This design comes from an exercise in tuning for small area on the open sky130 flow, not from production work.
In this exercise RTL edits were held to simulation tests only and were not proved equivalent to the original.
Power is estimated from default activity; no workload was simulated.

**flow/config.mk**
```make
export PLATFORM = sky130hd
export DESIGN_NAME = qpu_exu
export DESIGN_NICKNAME = qpu_exu
export VERILOG_FILES = /design/flow/design.v
export SDC_FILE = /design/flow/constraint.sdc
export NUM_CORES = 4
export LEC_CHECK = 0
export CAP_MARGIN = 10
export CORE_MARGIN = 2
export CORE_UTILIZATION = 40
export SLEW_MARGIN = 10
export SYNTH_HIERARCHICAL = 1
export SYNTH_MINIMUM_KEEP_SIZE = 0
```
**flow/constraint.sdc**
```tcl
create_clock -name core_clock -period 9.0 [get_ports {clk}]
set_input_delay 1.8000 -clock core_clock [delete_from_list [all_inputs] [get_ports {clk}]]
set_output_delay 1.8000 -clock core_clock [all_outputs]
set_load 0.01 [all_outputs]
```
**flow/design.v**
```verilog
`default_nettype none
package qpu_pkg;
  localparam int XLEN        = 32;
  localparam int INSTR_WIDTH = 32;
  localparam int RFIDX_WIDTH = 4;
  localparam int IMM_WIDTH   = 16;
  localparam int TIME_WIDTH  = 20;
  localparam int QUBIT_NUM   = 8;
  localparam int RF_NUM = 2 ** RFIDX_WIDTH;
  typedef logic [INSTR_WIDTH-1:0] instr_t;
  typedef logic [XLEN-1:0]        data_t;
  typedef logic [RFIDX_WIDTH-1:0] rfidx_t;
  typedef logic [TIME_WIDTH-1:0]  time_t;
  typedef logic [QUBIT_NUM-1:0]   qubits_t;
  typedef enum logic [3:0] {
    OP_NOP     = 4'd0,
    OP_ADD     = 4'd1,
    OP_ADDI    = 4'd2,
    OP_QWAIT   = 4'd3,
    OP_MEASURE = 4'd4,
    OP_FMR     = 4'd5
  } opcode_e;
endpackage
`default_nettype wire
`timescale 1ns/1ns
`default_nettype none
module qpu_exu_fa
(
  input  logic a,
  input  logic b,
  input  logic ci,
  output logic s,
  output logic co
);
  assign s  = a ^ b ^ ci;
  assign co = (a & b) | (ci & (a ^ b));
endmodule
module qpu_exu_ha
(
  input  logic a,
  input  logic b,
  output logic s,
  output logic co
);
  assign s  = a ^ b;
  assign co = a & b;
endmodule
module qpu_exu_alu
#(
  parameter int NB = 5,
  parameter logic [8*NB+7:0] BND = {8'd32, 8'd26, 8'd20, 8'd14, 8'd7, 8'd0}
)
(
  input  logic [31:0] i_a,
  input  logic [31:0] i_b,
  output logic [31:0] o_sum
);
  logic [NB:0] bc;
  assign bc[0] = 1'b0;
  for (genvar k = 0; k < NB; k++)
  begin : g_blk
    localparam int LO = int'(BND[8*k +: 8]);
    localparam int HI = int'(BND[8*(k+1) +: 8]);
    localparam int W  = HI - LO;
    logic [W:1]   c0;    
    logic [W-1:0] s0;    
    qpu_exu_ha u_ha0 (.a (i_a[LO]), .b (i_b[LO]), .s (s0[0]), .co (c0[1]));
    for (genvar i = 1; i < W; i++)
    begin : g_fa
      qpu_exu_fa u_fa (.a (i_a[LO+i]), .b (i_b[LO+i]), .ci (c0[i]), .s (s0[i]), .co (c0[i+1]));
    end
    if (k == 0)
    begin : g_first
      assign o_sum[HI-1:LO] = s0;
      assign bc[k+1] = c0[W];
    end
    else
    begin : g_inc
      logic [W-1:0] t;   
      assign t[0] = bc[k];
      for (genvar i = 0; i < W-1; i++)
      begin : g_ha
        qpu_exu_ha u_ha (.a (s0[i]), .b (t[i]), .s (o_sum[LO+i]), .co (t[i+1]));
      end
      assign o_sum[HI-1] = s0[W-1] ^ t[W-1];
      assign bc[k+1] = c0[W] | (bc[k] & (&s0));
    end
  end
endmodule
`default_nettype wire
`timescale 1ns/1ns
`default_nettype none
module qpu_exu_aoi222
(
  input  logic s0, d0,
  input  logic s1, d1,
  input  logic s2, d2,
  output logic y
);
  assign y = !((s0 && d0) || (s1 && d1) || (s2 && d2));
endmodule
module qpu_exu_hold
(
  input  logic en,
  input  logic en_n,
  input  logic w,
  input  logic q,
  output logic d
);
  assign d = (en && w) || (en_n && q);
endmodule
module qpu_exu_holdv
#(
  parameter int W = 1
)
(
  input  logic         en,
  input  logic [W-1:0] w,
  input  logic [W-1:0] q,
  output logic [W-1:0] d
);
  for (genvar b = 0; b < W; b++)
  begin : g_bit
    qpu_exu_hold u_hold (.en (en), .en_n (!en), .w (w[b]), .q (q[b]), .d (d[b]));
  end
endmodule
`default_nettype wire
`timescale 1ns/1ns
`default_nettype none
import qpu_pkg::*;
module qpu_exu
(
  input  logic    clk,
  input  logic    i_arst_n,
  input  logic    i_instr_valid,
  output logic    o_instr_ready,
  input  qpu_pkg::instr_t  i_instr,
  output logic    o_tiq_valid,
  input  logic    i_tiq_ready,
  output qpu_pkg::time_t   o_tiq_time,
  output logic    o_evq_valid,
  input  logic    i_evq_ready,
  output qpu_pkg::time_t   o_evq_time,
  output qpu_pkg::qubits_t o_evq_qubits,
  input  logic    i_mcu_valid,
  input  qpu_pkg::qubits_t i_mcu_result,
  output logic    o_wb_valid,
  output qpu_pkg::rfidx_t  o_wb_rdidx,
  output qpu_pkg::data_t   o_wb_data
);
  logic [3:0]  op;
  logic [3:0]  rd, rs1, rs2;
  logic [15:0] imm;
  assign op  = i_instr[31:28];
  assign rd  = i_instr[27:24];
  assign rs1 = i_instr[23:20];
  assign rs2 = i_instr[19:16];
  assign imm = i_instr[15:0];
  logic is_add, is_addi, is_qwait, is_meas, is_fmr, is_wb;
  assign is_add   = (op == 4'd1);
  assign is_addi  = (op == 4'd2);
  assign is_qwait = (op == 4'd3);
  assign is_meas  = (op == 4'd4);
  assign is_fmr   = (op == 4'd5);
  assign is_wb    = is_add | is_addi | is_fmr;
  logic a_rf, a_time, b_rf, b_imm, b_sext, b_fmr;
  assign a_rf   = !op[2] && !(op[1] && op[0]);                  
  assign a_time = (op[1] && op[0]) || (op[2] && !op[0]);        
  assign b_rf   = !op[2] && !op[1] && op[0];                    
  assign b_imm  = !op[2] && op[1];                              
  assign b_sext = !op[2] && op[1] && !op[0];                    
  assign b_fmr  = op[2] && op[0];                               
  qpu_pkg::data_t regs [1:15];
  logic [15:1]    rf_vld;
  qpu_pkg::time_t time_q;
  logic           time_vld;
  qpu_pkg::qubits_t meas_q;
  qpu_pkg::qubits_t oitf_mem [4];
  logic [3:0] oitf_vld;
  logic       oitf_full;
  logic [3:0] head_oh;
  qpu_pkg::qubits_t head_mask;
  qpu_pkg::qubits_t pending;
  always_comb
  begin
    pending = '0;
    for (int i = 0; i < 4; i++)
      if (oitf_vld[i])
        pending = pending | oitf_mem[i];
  end
  logic fmr_stall, meas_stall, qwait_stall, issue;
  assign fmr_stall   = is_fmr && pending[imm[2:0]];
  assign meas_stall  = is_meas && (oitf_full || (o_evq_valid && !i_evq_ready));
  assign qwait_stall = is_qwait && o_tiq_valid && !i_tiq_ready;
  assign o_instr_ready = !(fmr_stall || meas_stall || qwait_stall);
  assign issue = i_instr_valid && o_instr_ready;
  logic [15:1] sel_a, sel_b;
  always_comb
  begin
    for (int i = 1; i < 16; i++)
    begin
      sel_a[i] = a_rf && rf_vld[i] && (rs1 == 4'(i));
      sel_b[i] = b_rf && rf_vld[i] && (rs2 == 4'(i));
    end
  end
  logic [4:0] ya [32];
  logic [4:0] yb [32];
  for (genvar b = 0; b < 32; b++)
  begin : g_rd
    for (genvar g = 0; g < 5; g++)
    begin : g_grp
      qpu_exu_aoi222 u_a (
        .s0 (sel_a[3*g+1]), .d0 (regs[3*g+1][b]),
        .s1 (sel_a[3*g+2]), .d1 (regs[3*g+2][b]),
        .s2 (sel_a[3*g+3]), .d2 (regs[3*g+3][b]),
        .y  (ya[b][g])
      );
      qpu_exu_aoi222 u_b (
        .s0 (sel_b[3*g+1]), .d0 (regs[3*g+1][b]),
        .s1 (sel_b[3*g+2]), .d1 (regs[3*g+2][b]),
        .s2 (sel_b[3*g+3]), .d2 (regs[3*g+3][b]),
        .y  (yb[b][g])
      );
    end
  end
  qpu_pkg::data_t opa, opb, sum;
  always_comb
  begin
    for (int b = 0; b < 32; b++)
    begin
      opa[b] = !(&ya[b]);
      opb[b] = !(&yb[b]);
    end
    opa[19:0] = opa[19:0] | ({20{a_time && time_vld}} & time_q);
    opb[15:0] = opb[15:0] | ({16{b_imm}} & imm);
    opb[31:16] = opb[31:16] | {16{b_sext && imm[15]}};
    opb[0] = opb[0] | (b_fmr && meas_q[imm[2:0]]);
  end
  qpu_exu_alu u_add (.i_a(opa), .i_b(opb), .o_sum(sum));
  logic rf_we;
  assign rf_we = issue && is_wb;
  logic [15:1] rf_wen;
  always_comb
    for (int i = 1; i < 16; i++)
      rf_wen[i] = rf_we && (rd == 4'(i));
  qpu_pkg::data_t regs_d [1:15];
  for (genvar i = 1; i < 16; i++)
  begin : g_rf
    for (genvar b = 0; b < 32; b++)
    begin : g_bit
      qpu_exu_hold u_hold (
        .en   (rf_wen[i]),
        .en_n (!rf_wen[i]),
        .w    (sum[b]),
        .q    (regs[i][b]),
        .d    (regs_d[i][b])
      );
    end
  end
  always_ff @(posedge clk)
  begin
    for (int i = 1; i < 16; i++)
      regs[i] <= regs_d[i];
  end
  always_ff @(posedge clk or negedge i_arst_n)
  begin
    if (!i_arst_n)
    begin
      rf_vld   <= '0;
      time_vld <= 1'b0;
    end
    else
    begin
      for (int i = 1; i < 16; i++)
        if (rf_we && (rd == 4'(i)))
          rf_vld[i] <= 1'b1;
      if (issue && is_qwait)
        time_vld <= 1'b1;
    end
  end
  logic issue_qwait;
  assign issue_qwait = issue && is_qwait;
  qpu_pkg::time_t time_d;
  qpu_exu_holdv #(.W(20)) u_time_hold (
    .en (issue_qwait), .w (sum[19:0]), .q (time_q), .d (time_d)
  );
  always_ff @(posedge clk)
    time_q <= time_d;
  assign o_tiq_time = time_q;
  logic oitf_push, oitf_pop;
  assign oitf_push = issue && is_meas;
  assign oitf_pop  = i_mcu_valid;
  assign oitf_full = oitf_vld[3];
  always_comb
  begin
    for (int e = 0; e < 4; e++)
      head_oh[e] = oitf_vld[e] && !((e < 3) ? oitf_vld[(e+1)%4] : 1'b0);
    head_mask = '0;
    for (int e = 0; e < 4; e++)
      head_mask = head_mask | ({8{head_oh[e]}} & oitf_mem[e]);
  end
  always_ff @(posedge clk or negedge i_arst_n)
  begin
    if (!i_arst_n)
    begin
      oitf_vld <= '0;
      meas_q   <= '0;
    end
    else
    begin
      case ({oitf_push, oitf_pop})
        2'b10:   oitf_vld <= {oitf_vld[2:0], 1'b1};
        2'b01:   oitf_vld <= {1'b0, oitf_vld[3:1]};
        default: oitf_vld <= oitf_vld;
      endcase
      if (oitf_pop)
        meas_q <= (meas_q & ~head_mask) | (i_mcu_result & head_mask);
    end
  end
  for (genvar e = 0; e < 4; e++)
  begin : g_oitf
    qpu_pkg::qubits_t mem_d;
    qpu_exu_holdv #(.W(8)) u_hold (
      .en (oitf_push), .w ((e == 0) ? imm[7:0] : oitf_mem[(e+3)%4]), .q (oitf_mem[e]), .d (mem_d)
    );
    always_ff @(posedge clk)
      oitf_mem[e] <= mem_d;
  end
  assign o_evq_qubits = oitf_mem[0];
  qpu_pkg::time_t   evq_time_d;
  qpu_exu_holdv #(.W(20)) u_evq_time_hold (
    .en (oitf_push), .w (sum[19:0]), .q (o_evq_time), .d (evq_time_d)
  );
  always_ff @(posedge clk or negedge i_arst_n)
  begin
    if (!i_arst_n)
    begin
      o_tiq_valid <= 1'b0;
      o_evq_valid <= 1'b0;
      o_wb_valid  <= 1'b0;
    end
    else
    begin
      if (issue && is_qwait)
        o_tiq_valid <= 1'b1;
      else if (i_tiq_ready)
        o_tiq_valid <= 1'b0;
      if (oitf_push)
        o_evq_valid <= 1'b1;
      else if (i_evq_ready)
        o_evq_valid <= 1'b0;
      o_wb_valid <= rf_we;
    end
  end
  always_ff @(posedge clk)
  begin
    o_evq_time   <= evq_time_d;
    o_wb_rdidx <= rd;
    o_wb_data  <= sum;
  end
endmodule
`default_nettype wire
```
**flow/flow/run.sh**
```bash
#!/bin/bash
# Standard ORFS layout with smaller port buffers and a leaner clock tree.
set -euo pipefail
bash standard.sh \
  BUFFER_PORTS_ARGS="-buffer_cell sky130_fd_sc_hd__buf_1" \
  CTS_ARGS="-sink_clustering_enable -repair_clock_nets -dont_use_dummy_load -buf_list sky130_fd_sc_hd__clkbuf_16 -sink_clustering_size 30 -sink_clustering_max_diameter 80" \
  finish > standard.log 2>&1
```
**flow/standard.sh**
```bash
#!/bin/bash
# synth_recipe.tcl (not shown) runs the flow's synth.tcl, then flattens the netlist and writes it again
# the make line also repeats each setting of config.mk as NAME=value (left out here)
make -C /OpenROAD-flow-scripts/flow DESIGN_CONFIG=/design/flow/config.mk WORK_HOME=/design/flow/orfs CLKGATE_MAP_FILE= SYNTH_SCRIPT=/design/flow/synth_recipe.tcl "${@:-finish}"
```
==> results of run 1 <==
power breakdown:
group          switching [mW]  total (mW)  internal (mW)
sequential              0.170        3.09           2.92
combinational           0.278       0.485          0.207
clock                   0.895        1.49          0.593
total                    1.34        5.06           3.72
routing by layer:
metal  global-route usage (%)  routed length [um]
met3                     8.61               15100
met4                     16.2                6150
met5                        0                   0
met2                     49.6               46000
met1                     41.9               39100
cell families (layout without fill, tap and decap cells):
kind of cell	count (synthesis)	after routing	synth area share, %
compound gates	936	936	35.3
xor+xnor	4	4	0.145
fa+ha+maj	54	54	3.64
buf+inv	33	268	0.705
flops	619	619	52.0
mux	15	15	0.809
simple gates	321	321	7.45
Yosys stat by module, one instance, submodules excluded, a selection:
module / times used / cells inside
qpu_exu_ha: 26 / 1
qpu_exu_fa: 27 / 1
qpu_exu_alu: 1 / 18
qpu_exu_hold: 552 / 1
qpu_exu: 1 / 1033
qpu_exu_aoi222: 320 / 1
placed cells by master, fill, tap and decap left out, types with 3 or more instances in the layout:
master                      Yosys  layout
sky130_fd_sc_hd__or2_2          3       3
sky130_fd_sc_hd__nor3b_1        8       8
sky130_fd_sc_hd__nand4_1       60      60
sky130_fd_sc_hd__nand3b_1       4       4
sky130_fd_sc_hd__nor2b_1        8       7
sky130_fd_sc_hd__nor2_1        13      11
sky130_fd_sc_hd__a22o_1       558     558
sky130_fd_sc_hd__and3_2         0      39
sky130_fd_sc_hd__nor3_1         4       4
sky130_fd_sc_hd__buf_1          0     132
sky130_fd_sc_hd__inv_1         10       9
sky130_fd_sc_hd__buf_12         0       8
sky130_fd_sc_hd__a31o_2         6       6
sky130_fd_sc_hd__ha_1          27      27
sky130_fd_sc_hd__fa_1          27      27
sky130_fd_sc_hd__a22oi_1        6       6
sky130_fd_sc_hd__buf_4          5      87
sky130_fd_sc_hd__nand3_1       32      17
sky130_fd_sc_hd__o21ai_0       20      20
sky130_fd_sc_hd__a31o_1        10      10
sky130_fd_sc_hd__nand2_1       67      67
sky130_fd_sc_hd__nand3_2        0      15
sky130_fd_sc_hd__xor2_1         4       4
sky130_fd_sc_hd__and3_1       104      65
sky130_fd_sc_hd__dfrtp_1       31      31
sky130_fd_sc_hd__a222oi_1     320     320
sky130_fd_sc_hd__nand2b_1       7       7
sky130_fd_sc_hd__mux2i_1        3       3
sky130_fd_sc_hd__dfxtp_1      588     588
sky130_fd_sc_hd__a21oi_1        3       3
sky130_fd_sc_hd__clkbuf_16      0      30
sky130_fd_sc_hd__mux2_2         8       8
stage by stage:
step | power, mW | hold slack, ns | utilization [%] | cells | cell area (um2)
2_1_floorplan | 3.40 | 0.432 | - | 1982 | 24100
3_3_place_gp | 3.61 | 0.452 | 44.1 | 2969 | 26500
3_5_place_dp | 3.62 | 0.454 | 44.1 | 2969 | 26500
4_1_cts | 5.05 | 0.476 | 45.3 | 2999 | 27200
5_1_grt | 5.21 | 0.488 | 45.3 | 2999 | 27200
6_report | 5.06 | 0.470 | 45.3 | 2999 | 27200
area by class of cell:
cell class	instances	area, um2
Sequential cell	619	12500
Fill cell	5523	32800
Timing Repair Buffer	228	1310
Multi-Input combinational cell	1330	11600
Inverter	10	37.5
Clock buffer	30	751
Tap cell	782	978
state kept, by name (all words and copies together), names as in the netlist, 4 cells and up, named ones only:
| register | flops |
|---|---|
| o_wb_data | 32 |
| regs | 480 |
| oitf_mem | 32 |
| time_q | 20 |
| oitf_vld | 4 |
| o_wb_rdidx | 4 |
| rf_vld | 15 |
| o_evq_time | 20 |
final timing paths:
path                                        from                    endpoint  cells after the start
max                                  i_instr[29]        regs[10][31]$_DFF_P_                     26
min                        o_evq_time[2]$_DFF_P_       o_evq_time[2]$_DFF_P_                      1
max reg2reg                rf_vld[1]$_DFFE_PN0P_        regs[10][31]$_DFF_P_                     23
min reg2reg                o_evq_time[2]$_DFF_P_       o_evq_time[2]$_DFF_P_                      1
max in group asynchronous               i_arst_n        time_vld$_DFFE_PN0P_                      1
min in group asynchronous               i_arst_n  asynchronous set/reset pin                      1
critical path: cells and delay by family:
family | cells | cell delay (ns)
AO/OA/AOI/OAI | 6 | 1.43
XOR/XNOR | 1 | 0.93
buffers and inverters | 1 | 0.15
AND/OR/NAND/NOR | 6 | 0.99
adder cells (fa/ha/maj) | 12 | 3.76
==> summary.txt, run 1 <==
- The antenna cell count is 0.
- After detailed routing, the number of vias per cell comes to 7.72.
- Once the floorplan was initialized, standard cells occupied 40.2% of the core.
- For this block, the via count after detailed routing is roughly 23,000.
- The routability congestion estimate is between 0.9 and 1.
- The later pin in the worst-skew pair is clocked with a latency of 0.66 ns.
- In this run the count of I/O pins placed on the die edge is 134.
- The total congestion overflow is 0.
- The wire length of the first global-routing pass is around 150 mm.
- The area growth from synthesis to layout is 12.8%.
- The worst max-slew margin expressed relative to the limit is 10.9%.
- After clock tree synthesis, the clock-pin slew on the worst setup and hold paths is 0.11 ns.
- The kind of critical path is in2reg.
- The number of nets handed over by synthesis was 2,082.
- Data on the critical path arrives at its endpoint at roughly 9 ns.
- The worst setup path is launched from an input port.
- The first routing iteration left approximately 5,200 violations.
- The number of violations of the max-capacitance limit is 0.
- The first TritonRoute pass finished after 11 iterations.
- The total number of placement rows is 90.
- The maximum buffer depth of the clock tree is 3.
- The number of levels the H-tree was split into is 1.
- After routing, the total negative slack on setup checks comes to 0 ns.
- The number of buffers inserted by post-CTS setup repair is 0.
- The leakage power is 10.1 nW.
- Yosys printed 14 warnings.
- The number of nets with antenna violations after detailed routing is 0.
- The final net count is 2,319.
- The average instance in the mapped netlist occupies between 10 and 15 um2.
- The clock tree root driver cell is sky130_fd_sc_hd__clkbuf_16.
- The maximum clock skew at final layout is 0.0731 ns.
- Entering global routing, the biggest net connects 58 pins.
- The number of buffers added by the clock tree synthesis step is 30.
- The routed design has 106 mm of wire.
- For the pin with the worst max-slew slack, the measured transition is between 1 and 1.5 ns.
- The slowest cell on the critical path is sky130_fd_sc_hd__xor2_1.
- TritonCTS built the clock tree.
- The tightest min-delay check is of the reg2reg type.
- The number of global-route vias before repair is 22,500.
- Setup slack on the worst reg-to-reg path comes out at 1.84 ns.
- Cells with a size suffix above 1 make up 9.61% of the layout.
- The synthesized design devotes to its leading area cell type 48.8% of total area.
- The critical path's largest stage delay is 0.93 ns.
- Yosys attributes the largest share of cell area to sky130_fd_sc_hd__dfxtp_1 49%, sky130_fd_sc_hd__a22o_1 20%, sky130_fd_sc_hd__a222oi_1 13%.
- The power density of the placed cells is 186 nW/um2.
- The flow ran to the end and the layout has no timing, DRC or antenna violations.
- Setup violations remaining at the end of the flow were counted as 0.
- CTS saw 619 sinks.
- The horizontal extent of the die is 250 um.
- The number of antenna violations at the first check in global routing came to 0.
- The number of gates resized after cts is 0.
- After clock tree synthesis, the flow added hold-fix buffers numbering 0.
- The number of endpoints with negative hold slack in the final report is 0.
- After synthesis the cells add up to 24,100 um2.
- In this run, distinct cell masters in the synthesized netlist total 55.
- The part of the cycle the worst path needs is 94.3%.
- Setup slack closes at 0.516 ns.
- The die area is 62,300 um2.
- The worst slack at placement is 0.0517 ns.
- The region available for standard cell placement spans 60,000 um2.
- Summed over all nets, the half-perimeter wirelength after detailed placement is 64.1 mm.
- Of all nets on the critical path, the largest fanout is 16.
- The maximum vdd drop is 164 uV.
- The instance count of the mapped netlist is 1,982.
- The total global routing track utilization is 32.3%.
- Synthesis inferred 619 register bits.
- Static timing analysis puts the maximum clock frequency at between 100 and 150 MHz.
- The number of enable-type register cells in the synthesized netlist is 0.
- The commonest cells after synthesis are 588 x sky130_fd_sc_hd__dfxtp_1, 558 x sky130_fd_sc_hd__a22o_1, 320 x sky130_fd_sc_hd__a222oi_1, 104 x sky130_fd_sc_hd__and3_1, 67 x sky130_fd_sc_hd__nand2_1.
- Setup repair after global routing left no endpoint under its margin.
- The count of unresolved DRC violations after routing is 0.
- The fraction of registers with async set/reset is 5.01%.
- The clock period minus final worst setup slack is about 8.5 ns.
- The max-slew violation total from the final report is 0.
- For this run, the leading register cell type out of synthesis is sky130_fd_sc_hd__dfxtp_1.
- The die is roughly 250 um tall.
- For this run, the register share of the synthesized area comes to between 50% and 60%.
- In this run the tool buffered the top-level ports with 133 buffer cells.
- sky130_fd_sc_hd__dfxtp_1 takes more of the synthesized area than any other cell.
- The required time at the worst-slack endpoint is 9.58 ns.
- In the final routed layout, each cell accounts on average for 35.4 um.
- The most common cell in the synthesized netlist is sky130_fd_sc_hd__dfxtp_1.
- The worst setup path is captured at a flop.
==> inputs of run 2 (changes only) <==
--- a/flow/config.mk
+++ b/flow/config.mk
@@ -8,5 +8,5 @@
 export CAP_MARGIN = 10
 export CORE_MARGIN = 2
-export CORE_UTILIZATION = 40
+export CORE_UTILIZATION = 35
 export SLEW_MARGIN = 10
 export SYNTH_HIERARCHICAL = 1
==> summary.txt, run 2 <==
- Yosys attributes the largest share of cell area to sky130_fd_sc_hd__dfxtp_1 49%, sky130_fd_sc_hd__a22o_1 20%, sky130_fd_sc_hd__a222oi_1 13%.
- The worst hold margin is 0.471 ns.
- Fill cells in the final layout number ~6,500.
- After detailed routing, the average wire length per cell comes to between 30 and 40 um.
- Cells fill 39.9% of the core in the end.
- The number of buffers inserted by post-CTS setup repair is 0.
- The worst hold-check path type is reg2reg.
- Averaged over all synthesized cells, the footprint is 12.2 um2.
- In this run the core area contains 96 standard-cell rows.
- Yosys mapped a number of flops with a built-in enable equal to 0.
- The number of nets produced by synthesis is 2,082.
- The post-synthesis instance area is 24,100 um2.
- The count of vias placed by the detailed router is 22,900.
- After detailed routing, the met2 layer carries 44.3 mm of wire.
- The most used flip-flop cell after synthesis is sky130_fd_sc_hd__dfxtp_1.
- Of all flip-flops after synthesis, the portion carrying an async set or reset was under 10%.
- Of the cells placed in the final design, the portion with a size suffix greater than 1 is 9.81%.
- The register cell area after layout is 12,500 um2.
- Entering global routing, the biggest net connects 50 pins.
- By count the netlist is led by 588 x sky130_fd_sc_hd__dfxtp_1, 558 x sky130_fd_sc_hd__a22o_1, 320 x sky130_fd_sc_hd__a222oi_1, 104 x sky130_fd_sc_hd__and3_1, 67 x sky130_fd_sc_hd__nand2_1.
- The part of the cycle the worst path needs is 92.1%.
- The number of flip-flops under the largest register name is 480.
- The clock period minus final worst setup slack is 8.29 ns.
- The initial cell density of the core is 35.2%.
- The measured slew at the worst slew-check pin is 1.29 ns.
- The launch point of the worst hold path is o_evq_time[2]$_DFF_P_.
- The capturing element type of the critical path is a flop.
- The multi-input combinational cell area is 11,600 um2.
- The maximum vdd drop is approximately 170 uV.
- The latest clock arrival within the worst-skew pair is 0.67 ns.
- The boundary pin count is 134.
- The wire-length estimate of the detail-placed layout is 62.8 mm.
- Timing analysis after detailed placement gives a worst setup slack of 0.254 ns.
- Setup repair after global routing left no endpoint under its margin.
- Setup violations remaining at the end of the flow were counted as 0.
- The number of nets with antenna violations after detailed routing is 0.
- The area growth from synthesis to layout is 13.1%.
- The largest registers in the layout are regs x480, o_wb_data x32, oitf_mem x32.
- Once layout is complete, the cells apart from fillers number 3,104.
- The power density of the placed cells is 186 nW/um2.
- The routed via count divided by cell count is 7.37.
- Max-cap violations in this run came to 0.
- The timing-limited maximum frequency is roughly 120 MHz.
- Counting instances, the worst hold path has a depth of 1.
- The distinct cell type count of the synthesized netlist is 55.
- The number of antenna violations at the first check in global routing is 1.
- The most frequent standard cell in the layout excluding fill and tap cells is sky130_fd_sc_hd__dfxtp_1.
- The instance count of the mapped netlist is 1,982.
- The wire length after detailed routing is between 100 and 150 mm.
- The antenna cell count is 0.
- Gates resized during post-CTS repair numbered 0.
- The register area share after synthesis is 52.0%.
- The startpoint type of the worst setup path is an input port.
- The total global routing track utilization is 27.9%.
- The Yosys warning count is 14.
- CTS built an H-tree with a depth of 1.
- The final setup TNS is 0 ns.
- The first global-routing pass estimated around 150 mm of wire.
- The amount of wire on met3 after detailed routing is 13.5 mm.
- For the worst setup path, the data arrival time is 8.82 ns.
- The die covers 71,100 um2.
- The worst max-slew margin expressed relative to the limit is 13.9%.
- The worst hold path terminates at o_evq_time[2]$_DFF_P_.
- For the worst flop-to-flop path, the logic depth is 22.
- The max-slew violation total from the final report is 0.
- The cell type with the largest total area after synthesis is sky130_fd_sc_hd__dfxtp_1.
- With fillers left out, the area of the finished cells amounts to 27,300 um2.
- Among all cell types in the netlist, the one instantiated most often is sky130_fd_sc_hd__dfxtp_1.
- The number of placed instances, taps included is 3,073.
- The leakage power is 10.1 nW.
- The flow ran to the end and the layout has no timing, DRC or antenna violations.
- TritonCTS built the clock tree.
- In the routed design, unresolved DRC markers number 0.
- The number of buffers added by the clock tree synthesis step is 31.
- The maximum buffer depth of the clock tree is 3.
- The highest routing layer actually used is met4.
- The start of the worst register-to-register path is rf_vld[1]$_DFFE_PN0P_.
- The clock drives 619 sinks.
- The congestion estimate from routability-driven global placement came to 0.961.
- The total congestion overflow is 0.
- Once placement finished, the instance area stood at 26,500 um2.
- The synthesized flop and latch total is 619.
- The library cells used most frequently in the layout, excluding fill and tap cells, are 588 x sky130_fd_sc_hd__dfxtp_1, 558 x sky130_fd_sc_hd__a22o_1, 320 x sky130_fd_sc_hd__a222oi_1, 132 x sky130_fd_sc_hd__buf_1, 98 x sky130_fd_sc_hd__buf_4.
- More flip-flops sit in one register than any other, and that register is regs.
- Hold repair after CTS inserted 0 buffers.
- The number of port buffers is 133.
- For the final database, setup skew stands at 0.0977 ns.
- The routed length on met1 is 40.0 mm.
- The die boundary height is 267 um.
- The peak fanout along the critical path is 18.
- The number of global-route vias before repair is 22,400.
- Clock-pin slew was measured on the worst setup and hold paths at 0.08 ns.
- The internal reg-to-reg setup slack is 2.13 ns.
- The first routing iteration left 4,758 violations.
- Data on the critical path is required at its endpoint by about 9.5 ns.
- The worst setup path is of the in2reg kind.
- In this run the critical register-to-register path is captured at regs[4][31]$_DFF_P_.
- Before antenna repair, the detailed router went through 11 iterations.
- For this run, the post-layout net count is around 2,300.
- The design draws 5.07 mW.
- The fraction of synthesized cell area taken by the top area cell type is around half.
- The core region is 68,500 um2.
- In this run the clock root is driven by a sky130_fd_sc_hd__clkbuf_16.
- The number of endpoints with negative hold slack in the final report is 0.
- The horizontal extent of the die is 267 um.
- The final worst-path setup slack is 0.712 ns.
run 2: Yosys stat by module (local to each module, per instance), a selection:
module	times used	flops+latches	cells inside
qpu_exu	1	619	1033
qpu_exu_alu	1	0	18
qpu_exu_fa	27	0	1
qpu_exu_ha	26	0	1
qpu_exu_aoi222	320	0	1
qpu_exu_hold	552	0	1
run 2: worst max path at each step:
stage / from / cells past startpoint / slack (ns) / end
after global placement: i_instr[29] / 26 / 0.36 / regs[13][31]$_DFF_P_
after floorplan: i_instr[29] / 24 / 0.83 / regs[10][31]$_DFF_P_
final: i_instr[29] / 26 / 0.71 / regs[4][31]$_DFF_P_
after global routing: i_instr[29] / 24 / 0.54 / regs[10][30]$_DFF_P_
after CTS: i_instr[29] / 26 / 0.91 / regs[4][31]$_DFF_P_
after detailed placement: i_instr[29] / 26 / 0.25 / regs[13][31]$_DFF_P_
run 2: report_power, final:
part / internal, mW / total (mW) / switching [mW]
logic: 0.207 / 0.475 / 0.268
clock network: 0.611 / 1.51 / 0.902
registers: 2.92 / 3.08 / 0.155
run 2: area by class of cell:
class / instances / area share [%]
flip-flops and latches: 619 / 45.9
multi-input cells: 1330 / 42.4
repair buffers: 232 / 4.60
well taps: 882 / 4.04
clock buffers: 31 / 2.84
inverters: 10 / 0.137
run 2: per-layer routing:
metal,GRT usage [%],vias to the layer above
met4,12.7,0
met5,0,-
li1,-,9273
met2,42.6,1883
met3,7.08,392
met1,37.0,11300
run 2: critical path, cell delays in order:
cell and delay, ns:
sky130_fd_sc_hd__buf_1 0.16, sky130_fd_sc_hd__nand2_1 0.16, sky130_fd_sc_hd__nand2b_1 0.23, sky130_fd_sc_hd__nor3_1 0.11
sky130_fd_sc_hd__and4b_2 0.42, sky130_fd_sc_hd__buf_4 0.32, sky130_fd_sc_hd__a222oi_1 0.37, sky130_fd_sc_hd__and3_1 0.24
sky130_fd_sc_hd__nand4_1 0.17, sky130_fd_sc_hd__fa_1 0.52, sky130_fd_sc_hd__fa_1 0.42, sky130_fd_sc_hd__fa_1 0.40
sky130_fd_sc_hd__fa_1 0.41, sky130_fd_sc_hd__fa_1 0.43, sky130_fd_sc_hd__fa_1 0.52, sky130_fd_sc_hd__nand4_1 0.16
sky130_fd_sc_hd__o21bai_2 0.14, sky130_fd_sc_hd__a31o_1 0.21, sky130_fd_sc_hd__ha_1 0.19, sky130_fd_sc_hd__ha_1 0.18
sky130_fd_sc_hd__ha_1 0.22, sky130_fd_sc_hd__ha_1 0.21, sky130_fd_sc_hd__ha_1 0.22, sky130_fd_sc_hd__xor2_1 0.18
sky130_fd_sc_hd__buf_4 0.20, sky130_fd_sc_hd__a22o_1 0.21
run 2: logic make-up after synthesis:
logic type               after synthesis  synth area share [%]
flip-flops                           619                  52.0
AO/OA/AOI/OAI                        936                  35.3
adder cells (fa/ha/maj)               54                  3.64
multiplexers                          15                 0.809
buffers and inverters                 33                 0.705
XOR/XNOR                               4                 0.145
AND/OR/NAND/NOR                      321                  7.45

## afterwards: timing with drivers on the ports
Ports are ideal in the flow. The routed layouts listed here were re-timed in OpenROAD.
Step 1 (the two cells are an assumption about what drives the block):
set clk [get_ports {clk}]
set_driving_cell -lib_cell sky130_fd_sc_hd__clkbuf_16 $clk
set_driving_cell -lib_cell sky130_fd_sc_hd__buf_2 [delete_from_list [all_inputs] $clk]
Step 2 also shifts input and output timing later by t, the mid clock arrival at the registers, as if the neighbouring blocks saw the same clock.
a / b / c = no drivers / after step 1 / after step 2; a / b = the first two.
run | shift t [ns] | setup slack, ns | worst setup path after step 2 | slew at the worst register clock pin (ns) | cell pins on the clock port's net
run 1 | 0.691 | 0.516 / 0.547 / -0.144 | input to register | 0.11 / 0.11 | 1
run 2 | 0.680 | 0.712 / 0.737 / 0.057 | input to register | 0.11 / 0.11 | 1
Met with ideal ports but missed after step 2: setup timing in run 1. The setup slack of run 1, which loses most, moves by +0.031 ns with the drivers and by -0.660 ns with both steps.
